What follows belongs to an exercise in optimizing a design on an open flow for small area and a short achievable clock period; a production flow would make more cautious choices.
Function was checked by simulation only, so behaviour that the tests miss may differ from the original.
Power and IR drop assume default switching activity.

## run 1
==> flow/design.v (excerpt) <==
module cdbus (
    input  logic       clk,
    input  logic       reset,
    input  logic [3:0] csr_address,
    input  logic       csr_read,
    input  logic       csr_write,
    input  logic [31:0]      csr_writedata,
    output logic [31:0]      csr_readdata,
    output logic       irq,
    input  logic       rx,
    output logic       tx
);
For scale: about 1300 flip-flops, roughly 75 I/O pins, ~47000 um2 of cells after synthesis.
clock: 5.0 ns
lec_check: 0
cap_margin: 20
core_margin: 2
core_utilization: 60
cts_buf_list: sky130_fd_sc_hd__clkbuf_16
cts_cluster_diameter: 100
cts_cluster_size: 25
setup_slack_margin: 2.8
slew_margin: 20
standard.sh (not shown) runs the stock make flow with config.mk's settings and CLKGATE_MAP_FILE= SYNTH_SCRIPT=/design/flow/synth_recipe.tcl, a recipe that flattens the netlist after the stock synthesis.
==> flow/flow/run.sh <==
#!/bin/bash
# The standard layout, with the port buffers made from a plain buffer
# (buf_4) rather than the default delay buffer, so that paths from the
# inputs and to the outputs are not slowed by the port buffers.
set -euo pipefail
export BUFFER_PORTS_ARGS="-buffer_cell sky130_fd_sc_hd__buf_4"
bash standard.sh > standard.log 2>&1
Modified inputs, run 2 compared to run 1
- changing CORE_UTILIZATION from 60 to 75
- changing CTS_CLUSTER_SIZE from 25 to 30
- changing SETUP_SLACK_MARGIN from 2.8 to 3.0
[summary]
Delta (run 2 minus run 1): wire length climbed about 2.8%, post-route clock skew increased 4.6 ps, height of the die saw a decrease, final total power now sits lower. Die: run 2 smaller than run 1. Looking at non-clock buffer total of the final layout, run 2 sits above run 1. Run 2 vs run 1: final standard cell area without fillers up by a few percent. Run 2 and run 1 ended up with roughly the same hold slack.
Input-level comparison between run 3 and run 2:
- SETUP_SLACK_MARGIN now 2.8, was 3.0
==> summary.txt <==
- Run 3 finished all stages; the layout is clean.
- For standard cell area after detailed placement, run 3 and run 2 come out practically identical.
- Area growth from synthesis to layout: run 3 < run 2
- First-iteration DRC count in run 3 vs run 2: down about 10%
- Changes observed in run 3 relative to run 2: setup slack went down; net count reported at finish saw a decrease; power did not really move.
The inputs of run 4 differ from those of run 3 as listed below.
- changing CORE_UTILIZATION from 75 to 70
- changing CTS_CLUSTER_SIZE from 30 to 25
--- outcome ---
Run 4: flow completed, timing, DRC and antenna clean
Run 4 has met3 demand-to-capacity share in global routing below what run 3 had.
Compared with run 3, in run 4 final critical-path required period saw a decrease, sequential share of power shows a reduction of 1.5 points.
Delta (run 4 minus run 3): setup slack went up, area taken by flip-flops and latches level.
NOTE power run 3->run 4 increased by a few percent
First-pass iteration count of the detailed router, run 3 and run 4, lower one = run 3.

---

the previous run:
Another version of the RTL of cdbus (not shown whole).
Size in the first run: roughly 3200 cells after synthesis, about 75 I/O pins, roughly 48000 µm² of cells after synthesis.
make LEC_CHECK=0 ABC_CLOCK_PERIOD_IN_PS=2500 CAP_MARGIN=20 CORE_MARGIN=2 CORE_UTILIZATION=60 CTS_BUF_LIST=sky130_fd_sc_hd__clkbuf_16 CTS_CLUSTER_DIAMETER=100 CTS_CLUSTER_SIZE=25 SETUP_SLACK_MARGIN=2.55 SLEW_MARGIN=20 finish   # period 5.0 ns
run.sh (not shown) runs the stock make flow with config.mk's settings and CLKGATE_MAP_FILE= SYNTH_SCRIPT=/design/flow/synth_recipe.tcl, a recipe that flattens the netlist after the stock synthesis.
Stock flow here: none of the scripts above is used.
The previous run: flow completed, timing, DRC and antenna clean
What the current run does differently from the previous run at the input level:
==> flow/flow/run.sh (new file) <==
#!/bin/bash
# The standard layout, with the port buffers made from a plain buffer
# (buf_4) rather than the default delay buffer, so that paths from the
# inputs and to the outputs are not slowed by the port buffers.
set -euo pipefail
export BUFFER_PORTS_ARGS="-buffer_cell sky130_fd_sc_hd__buf_4"
bash standard.sh > standard.log 2>&1
==> flow/standard.sh (new file) <==
#!/bin/bash
# synth_recipe.tcl (not shown) runs the flow's synth.tcl, then flattens the netlist and writes it again
# the make line also repeats each setting of config.mk as NAME=value (left out here)
make -C /OpenROAD-flow-scripts/flow DESIGN_CONFIG=/design/flow/config.mk WORK_HOME=/design/flow/orfs CLKGATE_MAP_FILE= SYNTH_SCRIPT=/design/flow/synth_recipe.tcl "${@:-finish}"
removed: flow/run.sh
Results
- The current run: no failed stages, no open violations at the end
- Every stage of the flow completed for the previous run, and the final layout passed the timing, DRC and antenna checks.
- Comparing the previous run and the current run, met1 routed wirelength after detailed routing is higher on the previous run.
- Compared with the previous run, the current run shows a higher post-route clock period utilization.
- The overall power of the completed layout of the current run and that of the previous run are within noise of each other.
- Any difference in standard cell area after detailed placement between the previous run and the current run is small enough to ignore.
- Comparing the previous run and the current run, the lower proportion of cell area occupied by multi-input gates is on the current run.
- The previous run leaves more setup margin than the current run.
- Summary of the current run over the previous run: area of all placed cells without fillers held steady; met1 capacity usage during global routing shows no meaningful change.
- When the current run is set beside the previous run, its first-pass iteration count of the detailed router turns out to be 1 smaller.

[separate check: timing with driven ports]
Ports are ideal in the flow. The routed layouts listed here were re-timed in OpenROAD.
Step 1 sets driving cells, clkbuf_16 on the clock port and buf_2 on the other inputs (assumed; they add their load-dependent delay and slew).
Step 2 adds t to the input delays and takes it off the output delays; t is the mean of the earliest and latest rising clock arrival at the registers after step 1. Input paths then give back, and output paths get back, about the clock's delay inside the block.
a / b / c = ideal / step 1 / step 2; a / b = the first two.
run | shift t [ns] | setup WS [ns] | worst hold slack (ns) | worst slew at a driven data input, ns
run 1 | 0.734 | 2.809 / 2.762 / 2.120 | 0.431 / 0.431 / 0.431 | 0.05
run 2 | 0.696 | 2.814 / 2.814 / 2.278 | 0.431 / 0.431 / 0.431 | 0.06
run 3 | 0.703 | 2.720 / 2.720 / 2.107 | 0.444 / 0.444 / 0.444 | 0.04
run 4 | 0.722 | 2.792 / 2.770 / 2.186 | 0.426 / 0.426 / 0.426 | 0.04
the previous run | 0.716 | 2.517 / 2.517 / 1.879 | 0.442 / 0.442 / 0.442 | 0.06
the current run | 0.723 | 2.412 / 2.412 / 1.946 | 0.458 / 0.458 / 0.458 | 0.07
After both steps setup and hold are still met in every run listed. The setup slack of run 1, which loses most, moves by -0.047 ns with the drivers and by -0.689 ns with both steps.
